Background: an optimization exercise with open tools, aiming at small area and a short achievable clock period. Do not read the settings as production practice.
The RTL was checked by simulation tests, not by an equivalence proof against the original design.
Power is estimated from default activity; no workload was simulated.

## flow/flow/run.sh

```bash
#!/bin/bash
# Own layout flow: the standard ORFS flow (standard.sh: unchanged synthesis,
# floorplan, power grid, placement, CTS and routing) with two changes to how
# the ports are laid out:
#  - the buffers ORFS puts on every input and output port are
#    sky130_fd_sc_hd__buf_2 cells instead of the delay-type buffer
#    buffer_ports picks by default (repair may still resize them);
#  - io.tcl groups the rst pin with the ready_in_bus pins, whose only
#    combinational path runs from rst.
# ORFS's full output goes to standard_flow.log in this folder.
set -euo pipefail
cd "$(dirname "$0")/.."
export BUFFER_PORTS_ARGS="-buffer_cell sky130_fd_sc_hd__buf_2"
export PRE_IO_PLACEMENT_TCL="$PWD/flow/io.tcl"
bash standard.sh finish > standard_flow.log 2>&1
test -s out/final.def
```

## flow/flow/io.tcl

```tcl
# keep the reset input next to the ready outputs it gates
set_io_pin_constraint -group -order -pin_names {ready_in_bus[0] ready_in_bus[1] ready_in_bus[2] rst ready_in_bus[3] ready_in_bus[4]}
```

## flow/standard.sh

```bash
#!/bin/bash
# synth_recipe.tcl (not shown) runs the flow's synth.tcl, then flattens the netlist and writes it again
# the make line also repeats each setting of config.mk as NAME=value (left out here)
make -C /OpenROAD-flow-scripts/flow DESIGN_CONFIG=/design/flow/config.mk WORK_HOME=/design/flow/orfs CLKGATE_MAP_FILE= SYNTH_SCRIPT=/design/flow/synth_recipe.tcl "${@:-finish}"
```

## flow/config.mk

```make
export PLATFORM = sky130hd
export DESIGN_NAME = mesh_router_node
export DESIGN_NICKNAME = mesh_router_node
export VERILOG_FILES = /design/flow/design.v
export SDC_FILE = /design/flow/constraint.sdc
export NUM_CORES = 4
export LEC_CHECK = 0
export CAP_MARGIN = 20
export CORE_MARGIN = 2
export CORE_UTILIZATION = 70
export CTS_CLUSTER_DIAMETER = 100
export CTS_CLUSTER_SIZE = 24
export SETUP_SLACK_MARGIN = 3.9
export SLEW_MARGIN = 20
```

## flow/constraint.sdc

```tcl
create_clock -name core_clock -period 7.0 [get_ports {clk}]
set_input_delay 1.4000 -clock core_clock [delete_from_list [all_inputs] [get_ports {clk}]]
set_output_delay 1.4000 -clock core_clock [all_outputs]
set_load 0.01 [all_outputs]
```

## flow/design.v

```verilog
module mesh_router_node (
    input  logic         clk,
    input  logic         rst,
    input  logic [159:0] data_in_bus,
    input  logic [4:0]   valid_in_bus,
    output logic [4:0]   ready_in_bus,
    output logic [159:0] data_out_bus,
    output logic [4:0]   valid_out_bus,
    input  logic [4:0]   ready_out_bus,
    output logic [7:0]   drop_count
);
    mesh_xy_router #(
        .ROWS(4), .COLS(4), .X(1), .Y(1),
        .DATA_WIDTH(32), .TYPE_WIDTH(2), .FIFO_DEPTH(16), .DEST_WIDTH(5)
    ) u_router (
        .clk(clk), .rst(rst),
        .data_in_bus(data_in_bus), .valid_in_bus(valid_in_bus), .ready_in_bus(ready_in_bus),
        .data_out_bus(data_out_bus), .valid_out_bus(valid_out_bus), .ready_out_bus(ready_out_bus),
        .drop_count(drop_count)
    );
endmodule

module mesh_xy_router #(
    parameter int ROWS       = 2,
    parameter int COLS       = 2,
    parameter int X          = 0,
    parameter int Y          = 0,
    parameter int DATA_WIDTH = 32,
    parameter int TYPE_WIDTH = 2,
    parameter int FIFO_DEPTH = 16,
    parameter int DEST_WIDTH = (ROWS * COLS > 1) ? $clog2(ROWS * COLS) : 1
) (
    input  logic                    clk,
    input  logic                    rst,
    input  logic [5*DATA_WIDTH-1:0] data_in_bus,
    input  logic [4:0]              valid_in_bus,
    output logic [4:0]              ready_in_bus,
    output logic [5*DATA_WIDTH-1:0] data_out_bus,
    output logic [4:0]              valid_out_bus,
    input  logic [4:0]              ready_out_bus,
    output logic [7:0]              drop_count
);
    localparam int NP    = 5;
    localparam int DW    = DATA_WIDTH;
    localparam int RD    = FIFO_DEPTH - 1;            
    localparam int AW    = (RD > 1) ? $clog2(RD) : 1;
    localparam int NODES = ROWS * COLS;
    localparam logic [TYPE_WIDTH-1:0] T_SINGLE = TYPE_WIDTH'(0);
    localparam logic [TYPE_WIDTH-1:0] T_HEAD   = TYPE_WIDTH'(1);
    localparam logic [TYPE_WIDTH-1:0] T_TAIL   = TYPE_WIDTH'(3);
    localparam int FD = NP + 4;
    function automatic logic [FD-1:0] decode(input logic [DW-1:0] f);
        logic [TYPE_WIDTH-1:0] t;
        int dest, dx, dy;
        logic ok, hd;
        logic [2:0] r;
        t    = f[DW-1 -: TYPE_WIDTH];
        dest = int'(f[DEST_WIDTH-1:0]);
        dx   = dest % COLS;
        dy   = dest / COLS;
        ok   = (dest < NODES);
        hd   = (t == T_SINGLE) || (t == T_HEAD);
        if (dx > X)      r = 3'd1;
        else if (dx < X) r = 3'd2;
        else if (dy > Y) r = 3'd3;
        else if (dy < Y) r = 3'd4;
        else             r = 3'd0;
        for (int o = 0; o < NP; o++) decode[o] = hd && ok && (r == 3'(o));
        decode[NP]     = hd && !ok;
        decode[NP + 1] = hd;
        decode[NP + 2] = (t == T_HEAD);
        decode[NP + 3] = (t == T_TAIL);
    endfunction
    function automatic logic [AW-1:0] inc(input logic [AW-1:0] p);
        inc = (p == AW'(RD - 1)) ? '0 : p + 1'b1;
    endfunction
    logic [DW-1:0] mem [NP][RD];
    logic [AW-1:0] wp  [NP];
    logic [AW-1:0] rp  [NP];
    logic [RD-1:0] rsel [NP];       
    logic [NP-1:0] ram_ne;          
    logic [NP-1:0] fv;              
    logic [NP-1:0] full;            
    logic [DW-1:0] fr  [NP];        
    logic [FD-1:0] fd  [NP];        
    logic [NP-1:0] dropping;        
    logic [NP-1:0] owned;           
    logic [NP-1:0] req [NP];        
    logic [NP-1:0] own [NP];        
    logic [NP-1:0] rr  [NP];        
    logic [NP-1:0] arb_en;          
    logic [NP-1:0] out_valid;
    logic [DW-1:0] out_data [NP];
    logic [DW-1:0] din     [NP];
    logic [DW-1:0] ram_out [NP];
    logic [DW-1:0] nfl     [NP];    
    logic [FD-1:0] nfd     [NP];
    logic [AW-1:0] rp_inc  [NP], wp_inc [NP];
    logic [NP-1:0] wr_en, wr_ram, use_ram, ram_one, ram_last;
    logic [NP-1:0] is_head, is_hd, is_tail, bad, discard, drop_head;
    always_comb begin
        for (int i = 0; i < NP; i++) begin
            din[i]          = data_in_bus[i*DW +: DW];
            ready_in_bus[i] = !rst && !full[i];
            wr_en[i]        = valid_in_bus[i] && ready_in_bus[i];
            wr_ram[i]       = wr_en[i] && fv[i];
            rp_inc[i]       = inc(rp[i]);
            wp_inc[i]       = inc(wp[i]);
            ram_one[i]      = (wp[i] == rp_inc[i]);
            ram_last[i]     = (wp_inc[i] == rp[i]);
            use_ram[i]      = fv[i] && ram_ne[i];
            ram_out[i]      = '0;
            for (int k = 0; k < RD; k++)
                if (rsel[i][k]) ram_out[i] = ram_out[i] | mem[i][k];
            nfl[i]          = use_ram[i] ? ram_out[i] : din[i];
            nfd[i]          = use_ram[i] ? decode(ram_out[i]) : decode(din[i]);
            fd[i]           = decode(fr[i]);
            bad[i]          = fd[i][NP];
            is_head[i]      = fd[i][NP + 1];
            is_hd[i]        = fd[i][NP + 2];
            is_tail[i]      = fd[i][NP + 3];
            discard[i]      = fv[i] && !owned[i] && (dropping[i] || !is_head[i] || bad[i]);
            drop_head[i]    = fv[i] && !owned[i] && !dropping[i] && bad[i];
        end
    end
    always_ff @(posedge clk) begin
        for (int i = 0; i < NP; i++) begin
            for (int k = 0; k < RD; k++) begin
                if (valid_in_bus[i] && !full[i] && fv[i] && (wp[i] == AW'(k)))
                    mem[i][k] <= din[i];
            end
        end
    end
    logic [NP-1:0] pick [NP];
    logic [NP-1:0] gsel [NP];       
    logic [NP-1:0] locked, can_accept, gany, lock_tail, pick_hd;
    logic [NP-1:0] out_pop, pop;
    logic [DW-1:0] odata_nxt [NP];
    always_comb begin
        out_pop = '0;
        for (int o = 0; o < NP; o++) begin
            for (int i = 0; i < NP; i++) begin
                logic any;
                any = 1'b0;
                for (int s = 0; s < NP; s++) begin
                    logic clear;
                    clear = 1'b1;
                    for (int d = 0; d < ((i - s + NP) % NP); d++)
                        clear = clear && !req[o][(s + d) % NP];
                    any = any || (rr[o][s] && clear);
                end
                pick[o][i] = req[o][i] && any;
            end
            locked[o]     = |own[o];
            gsel[o]       = (own[o] & fv) | pick[o];
            can_accept[o] = !out_valid[o] || ready_out_bus[o];
            gany[o]       = can_accept[o] && (|gsel[o]);
            lock_tail[o]  = |(own[o] & is_tail);
            pick_hd[o]    = |(pick[o] & is_hd);
            out_pop       = out_pop | (can_accept[o] ? gsel[o] : '0);
            odata_nxt[o]  = '0;
            for (int i = 0; i < NP; i++)
                if (gsel[o][i]) odata_nxt[o] = odata_nxt[o] | fr[i];
        end
        pop = out_pop | discard;
    end
    logic [NP-1:0] req_nxt [NP];    
    logic [NP-1:0] arb_en_nxt;
    always_comb begin
        for (int i = 0; i < NP; i++) begin
            logic [NP-1:0] rq_keep, rq_disc, rq_gnt;
            logic el_keep, el_disc, el_gnt;
            el_keep = (fv[i] || wr_en[i]) && !owned[i] && !dropping[i];
            rq_keep = (fv[i] ? fd[i][NP-1:0] : nfd[i][NP-1:0]) & {NP{el_keep}};
            el_disc = (ram_ne[i] || wr_en[i]) &&
                      !((drop_head[i] && is_hd[i]) || (dropping[i] && !is_tail[i]));
            rq_disc = nfd[i][NP-1:0] & {NP{el_disc}};
            el_gnt  = (ram_ne[i] || wr_en[i]) && (owned[i] ? is_tail[i] : !is_hd[i]);
            rq_gnt  = nfd[i][NP-1:0] & {NP{el_gnt}};
            req_nxt[i] = out_pop[i] ? rq_gnt : (discard[i] ? rq_disc : rq_keep);
        end
        for (int o = 0; o < NP; o++)
            arb_en_nxt[o] = !locked[o] && !(gany[o] && pick_hd[o]);
    end
    logic [2:0] drops_now;
    logic [3:0] dc_lo;
    logic [4:0] dc_hi_inc;
    logic [7:0] dc_nxt;
    always_comb begin
        logic [2:0] a, b, c;
        logic [4:0] h;
        drops_now = '0;
        case (drop_head)
            5'd0: drops_now = 3'd0;
            5'd1: drops_now = 3'd1;
            5'd2: drops_now = 3'd1;
            5'd3: drops_now = 3'd2;
            5'd4: drops_now = 3'd1;
            5'd5: drops_now = 3'd2;
            5'd6: drops_now = 3'd2;
            5'd7: drops_now = 3'd3;
            5'd8: drops_now = 3'd1;
            5'd9: drops_now = 3'd2;
            5'd10: drops_now = 3'd2;
            5'd11: drops_now = 3'd3;
            5'd12: drops_now = 3'd2;
            5'd13: drops_now = 3'd3;
            5'd14: drops_now = 3'd3;
            5'd15: drops_now = 3'd4;
            5'd16: drops_now = 3'd1;
            5'd17: drops_now = 3'd2;
            5'd18: drops_now = 3'd2;
            5'd19: drops_now = 3'd3;
            5'd20: drops_now = 3'd2;
            5'd21: drops_now = 3'd3;
            5'd22: drops_now = 3'd3;
            5'd23: drops_now = 3'd4;
            5'd24: drops_now = 3'd2;
            5'd25: drops_now = 3'd3;
            5'd26: drops_now = 3'd3;
            5'd27: drops_now = 3'd4;
            5'd28: drops_now = 3'd3;
            5'd29: drops_now = 3'd4;
            5'd30: drops_now = 3'd4;
            5'd31: drops_now = 3'd5;
            default: drops_now = '0;
        endcase
        a = drop_count[2:0];
        b = drops_now;
        c[0] = 1'b0;
        c[1] = a[0] & b[0];
        c[2] = (a[1] & b[1]) | ((a[1] ^ b[1]) & c[1]);
        dc_lo[2:0] = a ^ b ^ c;
        dc_lo[3]   = (a[2] & b[2]) | ((a[2] ^ b[2]) & c[2]);
        h = drop_count[7:3];
        dc_hi_inc[0] = !h[0];
        dc_hi_inc[1] = h[1] ^ h[0];
        dc_hi_inc[2] = h[2] ^ (&h[1:0]);
        dc_hi_inc[3] = h[3] ^ (&h[2:0]);
        dc_hi_inc[4] = h[4] ^ (&h[3:0]);
        if (!dc_lo[3])                  dc_nxt = {drop_count[7:3], dc_lo[2:0]};
        else if (&drop_count[7:3])      dc_nxt = 8'hFF;
        else                            dc_nxt = {dc_hi_inc, dc_lo[2:0]};
    end
    always_ff @(posedge clk) begin
        for (int o = 0; o < NP; o++)
            if (can_accept[o]) out_data[o] <= odata_nxt[o];
        for (int i = 0; i < NP; i++) begin
            if (!fv[i] || pop[i]) begin
                fr[i] <= nfl[i];
            end
        end
    end
    always_ff @(posedge clk) begin
        if (rst) begin
            for (int i = 0; i < NP; i++) begin
                wp[i]  <= '0;
                rp[i]  <= '0;
                rsel[i] <= RD'(1);
                own[i] <= '0;
                rr[i]  <= NP'(1);
                req[i] <= '0;
            end
            fv         <= '0;
            ram_ne     <= '0;
            full       <= '0;
            owned      <= '0;
            dropping   <= '0;
            arb_en     <= '1;
            out_valid  <= '0;
            drop_count <= '0;
        end else begin
            for (int i = 0; i < NP; i++) begin
                if (wr_ram[i]) wp[i] <= wp_inc[i];
                if (pop[i] && (ram_ne[i] || wr_en[i])) begin
                    rp[i]   <= rp_inc[i];
                    rsel[i] <= {rsel[i][RD-2:0], rsel[i][RD-1]};
                end
                ram_ne[i] <= pop[i] ? (ram_ne[i] && (wr_en[i] || !ram_one[i]))
                                    : (ram_ne[i] || wr_ram[i]);
                fv[i]     <= fv[i] ? (!pop[i] || ram_ne[i] || wr_en[i]) : wr_en[i];
                full[i]   <= !pop[i] && (full[i] || (wr_ram[i] && ram_last[i]));
                if (out_pop[i])
                    owned[i] <= owned[i] ? !is_tail[i] : is_hd[i];
                if (drop_head[i] && is_hd[i])
                    dropping[i] <= 1'b1;
                else if (dropping[i] && discard[i] && is_tail[i])
                    dropping[i] <= 1'b0;
            end
            for (int o = 0; o < NP; o++) begin
                for (int i = 0; i < NP; i++)
                    req[o][i] <= req_nxt[i][o] && arb_en_nxt[o];
                arb_en[o]    <= arb_en_nxt[o];
                out_valid[o] <= gany[o] || (out_valid[o] && !ready_out_bus[o]);
                if (gany[o]) begin
                    if (locked[o]) begin
                        if (lock_tail[o]) own[o] <= '0;
                    end else begin
                        rr[o] <= {pick[o][NP-2:0], pick[o][NP-1]};
                        if (pick_hd[o]) own[o] <= pick[o];
                    end
                end
            end
            drop_count <= dc_nxt;
        end
    end
    always_comb begin
        for (int o = 0; o < NP; o++)
            data_out_bus[o*DW +: DW] = out_data[o];
    end
    assign valid_out_bus = out_valid;
endmodule
```

==> flow_metrics.env, run 1 <==
export IMPL_status="no timing/DRC/antenna violations"
export IMPL_setup_violations=0
export IMPL_drv_slew=0
export IMPL_vias_per_cell=7.76
export IMPL_syn_avg_cell_area_um2=15.8
export IMPL_ios=350
export IMPL_yosys_register_bits=2948
export IMPL_clock_sinks=2948
export IMPL_numCtsBuffers=141
export IMPL_cts_hold_buf=0
export IMPL_crit_path_end_kind="flip-flop"
export IMPL_post_dp_hpwl_mm=206
export IMPL_tns_ps=0
export IMPL_drc_errors=0
export IMPL_synth_cell_types=92
export IMPL_cap_violations=0
export IMPL_fin_crit_ps=3180
export IMPL_ys_seq_area_frac=0.761
export IMPL_leakagePower_uw=0.0395
export IMPL_path_class="flip-flop to flip-flop"
export IMPL_timing_hold_ws_ps=504
export IMPL_gr_total_overflow=0
export IMPL_worst_pin_slew_ps=984
export IMPL_via_count=75016
export IMPL_insertion_delay_ps=820
export IMPL_drt_iter0_drc=15759
export IMPL_detailedPlace_worstSlack_ps=2170
export IMPL_final_nets=7593
export IMPL_power_density_mw_per_mm2=251
export IMPL_grt_max_degree=67
export IMPL_num_rows=147
export IMPL_root_buffer="clkbuf_16"
export IMPL_fmax_ghz=0.315
export IMPL_syn_inst=7168
export IMPL_first_pass_iters=15
export IMPL_vdd_drop_max_v=0.000297
export IMPL_finalCritPeriodShare=0.454
export IMPL_routed_wl_mm=359
export IMPL_n_fill_cell=9144
export IMPL_floorplan_initialDensity=0.705
export IMPL_start_kind="flip-flop"
export IMPL_finalHoldViolCount=0
export IMPL_slew_headroom=0.327
export IMPL_fp_dieH_um=406
export IMPL_coreArea_mm2=0.161
export IMPL_synth_cell_area_mm2=0.113
export IMPL_cts_tree="done"
export IMPL_port_buffers=349
export IMPL_final_cell_mix="2720 x edfxtp_1, 654 x a22oi_1, 385 x nor2_1"
export IMPL_placed_area_mm2=0.119
export IMPL_synthToLayoutAreaGrowth_pct=9.42
export IMPL_stdcell_count=9671
export IMPL_antenna_found_initial=50
export IMPL_routabilityCongestion=0.980
export IMPL_ant_nets=0
export IMPL_synthFlopType="edfxtp_1"
export IMPL_synthesis_nets=7349
export IMPL_hp_class="flip-flop to flip-flop"
export IMPL_synth_edf_count=2720
export IMPL_worst_slack_ps=3820
export IMPL_final_area_mm2=0.124
export IMPL_placed_cells=9344
export IMPL_grt_usage=0.428
export IMPL_final_common_cell="edfxtp_1"
export IMPL_yosysWarningCount=21
export IMPL_rsz0062_at_grt="yes"
export IMPL_crit_arrival_ps=3680
export IMPL_die_w_um=406
export IMPL_fin_skew_ps=39.7
export IMPL_grt_pass1_vias=69199
export IMPL_grt_pass1_wl_mm=499
export IMPL_die_area_mm2=0.165
export IMPL_async_reset_ff_frac=0
export IMPL_path_max_fanout=17
export IMPL_layout_drive_gt1_share=0.144
export IMPL_clock_path_buffers=3
export IMPL_htree_levels=4
export IMPL_post_drt_wl_per_cell_um=37.1
export IMPL_worstPathRequired_ps=7500
export IMPL_clkTransAtPathRegs_ps=110
[metrics by stage]
| step | utilization | power [µW] |
|---|---|---|
| 6_report | 0.772 | 31100 |
| 3_5_place_dp | 0.737 | 22200 |
| 4_1_cts | 0.767 | 30900 |
| 3_3_place_gp | 0.737 | 22100 |
| 2_1_floorplan | - | 21000 |
| 5_1_grt | 0.772 | 31700 |
[cells by family (layout without fill, tap and decap cells)]
| family | after synthesis | after routing | share of synthesized area |
|---|---|---|---|
| xor+xnor | 25 | 25 | 0.00193 |
| flops | 2948 | 2948 | 0.761 |
| mux | 107 | 107 | 0.00947 |
| simple gates | 1370 | 1373 | 0.0576 |
| other cells | 0 | 28 | 0 |
| fa+ha+maj | 9 | 9 | 0.00113 |
| buf+inv | 604 | 916 | 0.0202 |
| compound gates | 2105 | 2105 | 0.149 |
[where the power goes]
| group | switching (µW) | internal (µW) | total (µW) |
|---|---|---|---|
| Clock | 5220 | 3850 | 9070 |
| Sequential | 552 | 19500 | 20100 |
| Combinational | 1340 | 619 | 1960 |
| Total | 7110 | 24000 | 31100 |
[cells in the mapped netlist (10+ instances only)]
| master | count | share of area |
|---|---|---|
| a41oi_1 | 133 | 0.010 |
| or4_1 | 13 | 0.00086 |
| edfxtp_1 | 2720 | 0.72 |
| a211oi_1 | 17 | 0.0011 |
| nor2b_1 | 35 | 0.0019 |
| nor4_1 | 22 | 0.0012 |
| nand2_1 | 360 | 0.012 |
| o22ai_1 | 10 | 0.00055 |
| nand2b_1 | 29 | 0.0016 |
| and3_1 | 143 | 0.0079 |
| nor3_1 | 69 | 0.0030 |
| o31ai_1 | 17 | 0.0011 |
| mux2i_1 | 105 | 0.0093 |
| a22o_1 | 270 | 0.021 |
| buf_2 | 15 | 0.00066 |
| xor2_1 | 10 | 0.00077 |
| and2_1 | 17 | 0.00094 |
| nor4b_1 | 15 | 0.0012 |
| a311oi_1 | 12 | 0.00093 |
| o21a_1 | 18 | 0.0012 |
| clkbuf_1 | 450 | 0.015 |
| a221oi_1 | 274 | 0.021 |
| nand3b_1 | 15 | 0.00099 |
| a31oi_1 | 28 | 0.0015 |
| buf_1 | 71 | 0.0024 |
| a222oi_1 | 285 | 0.025 |
| o21ai_0 | 93 | 0.0041 |
| a21oi_1 | 154 | 0.0068 |
| or3_1 | 14 | 0.00077 |
| xnor2_1 | 15 | 0.0012 |
| nand3_1 | 96 | 0.0042 |
| dfxtp_1 | 228 | 0.040 |
| inv_1 | 65 | 0.0022 |
| a2111oi_0 | 18 | 0.0014 |
| nor2_1 | 444 | 0.015 |
| nor3b_1 | 27 | 0.0018 |
| a22oi_1 | 657 | 0.043 |
| o211ai_1 | 21 | 0.0014 |
| or2_2 | 14 | 0.00077 |
| nand4_1 | 28 | 0.0015 |
[state kept, by name, indices dropped and copies added (netlist names)]
signal and flops:
u_router.mem 2400, u_router.fr 160, u_router.out_data 160, u_router.rsel 75, u_router.own 25, u_router.req 25, u_router.rr 25, u_router.rp 20
u_router.wp 20, u_router.drop_count 8, u_router.dropping 5, u_router.full 5, u_router.fv 5, u_router.out_valid 5, u_router.owned 5, u_router.ram_ne 5
[metal layers]
layer,track usage,vias to the layer above,part of all wire
met5,0.000297,-,0.00071
li1,-,30080,-
met4,0.218,42,0.063
met2,0.624,6722,0.44
met1,0.583,36938,0.33
met3,0.142,1234,0.16
[cell type report]
| cell class | count | area (µm²) | area share |
|---|---|---|---|
| Antenna cell | 28 | 70.1 | 0.000565 |
| Clock buffer | 204 | 3830 | 0.0309 |
| Clock inverter | 10 | 114 | 0.000918 |
| Inverter | 67 | 292 | 0.00235 |
| Multi-Input combinational cell | 3619 | 26600 | 0.215 |
| Sequential cell | 2948 | 86300 | 0.695 |
| Tap cell | 2160 | 2700 | 0.0218 |
| Timing Repair Buffer | 633 | 4160 | 0.0335 |
| Timing Repair inverter | 2 | 16.3 | 0.000131 |
[critical path: stages (launching register included)]
cell,delay [ps]
dfxtp_1,610
nor4b_1,160
or3_1,380
o311ai_2,440
nand2_2,430
buf_4,400
a22oi_1,210
nand2_1,200
[what timing repair did]
item | 4_1_cts | 5_1_grt
cloned | 5 | 1
buffers inserted | 33 | 46
gates resized for setup | 97 | 75
pin swaps | 12 | 21
endpoints found under the setup margin | 408 | 259
[path summary, 6_finish.rpt]
path,start,endpoint,slack (ps),cells after the start
setup reg to reg,u_router.req[4][2],u_router.out_data[4][2],3820,7
hold / removal,u_router.ram_ne[3],u_router.ram_ne[3],500,2
hold reg to reg,u_router.ram_ne[3],u_router.ram_ne[3],500,2
setup / recovery,u_router.req[4][2],u_router.out_data[4][2],3820,7
==> inputs of run 2 (changes only) <==
==> flow/run.sh (new file) <==
#!/bin/bash
# synth_recipe.tcl (not shown) runs the flow's synth.tcl, then flattens the netlist and writes it again
# the make line also repeats each setting of config.mk as NAME=value (left out here)
make -C /OpenROAD-flow-scripts/flow DESIGN_CONFIG=/design/flow/config.mk WORK_HOME=/design/flow/orfs CLKGATE_MAP_FILE= SYNTH_SCRIPT=/design/flow/synth_recipe.tcl finish
--- a/flow/config.mk
+++ b/flow/config.mk
@@ -8,6 +8,6 @@
 export CAP_MARGIN = 20
-export CORE_MARGIN = 2
-export CORE_UTILIZATION = 70
+export CORE_AREA = 2 2 433.715 433.715
 export CTS_CLUSTER_DIAMETER = 100
 export CTS_CLUSTER_SIZE = 24
+export DIE_AREA = 0 0 435.715 435.715
 export SETUP_SLACK_MARGIN = 3.9
removed: flow/flow/run.sh
removed: flow/flow/io.tcl
removed: flow/standard.sh
==> run 2 against run 1 <==
Net effect:
- cell area grew 1.8%
- worst hold slack improved by 3.4 ps
- non-clock buffer count up 10
- critical path depth shrank 4
- clock skew barely moved
- cell count rose by 3.2%
- clock power is 2% higher
- register-to-register slack worse by 40 ps
- first-iteration DRC count fell by 19%
==> flow_metrics.env, run 2 <==
export IMPL_status="no timing/DRC/antenna violations"
export IMPL_tns_ps=0
export IMPL_detailedPlace_worstSlack_ps=1460
export IMPL_synth_cell_types=92
export IMPL_yosysTopAreaCell="edfxtp_1"
export IMPL_yosysWarningCount=21
export IMPL_multi_input_area_mm2=0.0267
export IMPL_final_area_mm2=0.126
export IMPL_grt_usage=0.382
export IMPL_grt_max_degree=67
export IMPL_ant_nets=0
export IMPL_crit_arrival_ps=1940
export IMPL_antenna_found_initial=45
export IMPL_seq_area_mm2=0.0863
export IMPL_reg_top3="u_router.mem: 2400 flops, u_router.fr: 160 flops, u_router.out_data: 160 flops"
export IMPL_yosys_register_bits=2948
export IMPL_cts_tree="done"
export IMPL_port_buffers=349
export IMPL_placed_area_mm2=0.121
export IMPL_coreArea_mm2=0.185
export IMPL_path_class="primary input to output port"
export IMPL_synth_compound_area_frac=0.149
export IMPL_synthesis_nets=7349
export IMPL_cts_hold_buf=0
export IMPL_clkTransAtPathRegs_ps=100
export IMPL_drt_iter0_drc=12767
export IMPL_vias_per_cell=7.38
export IMPL_synth_top_family_by_area="compound AO/OA/AOI/OAI gates"
export IMPL_clock_path_buffers=3
export IMPL_fmax_ghz=0.299
export IMPL_ff2ff_setup_slack_ps=3780
export IMPL_die_area_mm2=0.190
export IMPL_path_max_fanout=4
export IMPL_finalCritPeriodShare=0.477
export IMPL_synth_common_cells="2720 x edfxtp_1, 657 x a22oi_1, 450 x clkbuf_1"
export IMPL_first_pass_iters=15
export IMPL_n_fill_cell=12631
export IMPL_via_count=73648
export IMPL_post_dp_hpwl_mm=211
export IMPL_cap_violations=0
export IMPL_insertion_delay_ps=850
export IMPL_largest_reg_flops=2400
export IMPL_slew_headroom=0.0781
export IMPL_synthXorXnorAreaFrac=0.00193
export IMPL_syn_inst=7168
export IMPL_synthToLayoutAreaGrowth_pct=11.4
export IMPL_fin_crit_ps=3340
export IMPL_worst_slack_ps=3660
export IMPL_finalHoldViolCount=0
export IMPL_worst_pin_slew_ps=1360
export IMPL_setup_violations=0
export IMPL_placed_cells=9656
export IMPL_rsz0062_at_grt="yes"
export IMPL_root_buffer="clkbuf_16"
export IMPL_clock_sinks=2948
export IMPL_fp_dieH_um=436
export IMPL_ys_seq_area_frac=0.761
export IMPL_drc_errors=0
export IMPL_grt_pass1_wl_mm=516
export IMPL_worstPathRequired_ps=5600
export IMPL_start_kind="primary input"
export IMPL_numCtsBuffers=142
export IMPL_async_reset_ff_frac=0
export IMPL_htree_levels=4
export IMPL_synthFlopType="edfxtp_1"
export IMPL_drv_slew=0
export IMPL_vdd_drop_max_v=0.000302
export IMPL_final_common_cell="edfxtp_1"
export IMPL_synth_mux_area_fraction=0.00947
export IMPL_synth_cell_area_mm2=0.113
export IMPL_num_rows=158
export IMPL_fin_skew_ps=39.6
export IMPL_synth_simple_area_share=0.0576
export IMPL_floorplan_initialDensity=0.612
export IMPL_synthTopCellsByArea="edfxtp_1 72%, a22oi_1 4.3%, dfxtp_1 4.0%"
export IMPL_grt_pass1_vias=68362
export IMPL_stdcell_count=9977
export IMPL_ios=350
export IMPL_final_nets=7607
export IMPL_netlist_area_leader_share=0.720
export IMPL_post_drt_wl_per_cell_um=37.2
export IMPL_post_synth_top_count_cell="edfxtp_1"
export IMPL_power_density_mw_per_mm2=248
export IMPL_die_w_um=436
export IMPL_top_register="u_router.mem"
export IMPL_gr_total_overflow=0
export IMPL_routed_wl_mm=371
export IMPL_synth_edf_count=2720
export IMPL_syn_avg_cell_area_um2=15.8
export IMPL_leakagePower_uw=0.0400
export IMPL_final_cell_mix="2720 x edfxtp_1, 654 x a22oi_1, 384 x nor2_1"
export IMPL_routabilityCongestion=0.986
export IMPL_layout_drive_gt1_share=0.107
export IMPL_synth_adder_area_share=0.00113
export IMPL_crit_path_end_kind="output port"
export IMPL_hp_class="flip-flop to flip-flop"
## run 2: final timing paths
path,start,end,cells past startpoint
worst max-delay path,rst,ready_in_bus[4],3
worst min register to register,u_router.rsel[2][7],u_router.rsel[2][7],2
worst min-delay path,u_router.rsel[2][7],u_router.rsel[2][7],2
worst max register to register,u_router.fv[1],u_router.drop_count[3],14
## run 2: cell families (layout without fill, tap and decap cells)
| family | count (synthesis) | after routing |
|---|---|---|
| DFF | 2948 | 2948 |
| AOI/OAI and AO/OA | 2105 | 2107 |
| and+or+nand+nor | 1370 | 1372 |
| buffers and inverters | 604 | 913 |
| muxes | 107 | 107 |
| xor gates and xnor gates | 25 | 25 |
| adders and majority gates | 9 | 9 |
| other | 0 | 16 |
## run 2: metal layers
metal	part of all wire	routed length, µm	GRT usage	up-vias
met5	0.00056	207	0	-
met2	0.46	169000	0.581	5139
met1	0.36	134000	0.527	37550
met4	0.063	23500	0.208	34
met3	0.12	43400	0.0742	846
li1	-	-	-	30079
## run 2: cell type report
class	instances	share of cell area
Antenna cell	16	0.000317
Timing Repair Buffer	643	0.0460
Inverter	67	0.00231
Multi-Input combinational cell	3620	0.212
Clock inverter	11	0.00119
Timing Repair inverter	4	0.000238
Clock buffer	188	0.0307
Sequential cell	2948	0.683
Tap cell	2480	0.0246
## run 2: metrics by stage
step / hold slack, ps / total power [µW] / utilization
final: 508 / 31400 / 0.682
after global routing: 539 / 32000 / 0.682
after CTS: 510 / 31300 / 0.677
after detailed placement: 482 / 22400 / 0.651
after global placement: 466 / 22300 / 0.651
after floorplan: 444 / 21000 / -
## run 2: worst max-delay path, stage by stage
cell	delay (ps)
clkbuf_16	160
nor2_4	220
buf_6	130
## run 2: report_power, final
part	leakage (µW)	switching [µW]	internal, µW
clock	0.00195	5290	3960
combinational	0.0110	1330	702
sequential	0.0270	534	19500
total	0.0400	7150	24200
## run 2: timing repair
| action | in CTS | in global routing |
|---|---|---|
| hold endpoints to repair | 0 | 0 |
| gates resized for setup | 410 | 104 |
| cloned | 10 | 5 |
| buffers inserted | 45 | 46 |
| pin swaps | 26 | 22 |
| setup endpoints to repair | 825 | 901 |

[static timing again, ports no longer ideal]
The results above use ideal ports. As a check the final layouts listed here were re-extracted and re-timed, cells and wires unchanged. Step 1: set_driving_cell puts a clkbuf_16 on clk and a buf_2 on each other input, an assumption about the parent block. Step 2 moves the port delays by t, midway between the first and last clock arrival at a register: inputs arrive t later, outputs are due t later. That takes back most of the time a late clock gives input paths. Three values: ideal ports, drivers, drivers and shift; two values: the first two.
run | t (ns) | slack for setup (ns) | clock arrival spread, ns | slew at the worst register clock pin (ns)
run 1 | 0.893 | 3.825 / 3.728 / 2.956 | 0.046 / 0.047 | 0.11 / 0.11
run 2 | 0.935 | 3.661 / 3.409 / 2.858 | 0.049 / 0.049 | 0.11 / 0.11
After both steps setup and hold are still met in every run listed. The setup slack of run 1, which loses most, moves by -0.097 ns with the drivers and by -0.869 ns with both steps.
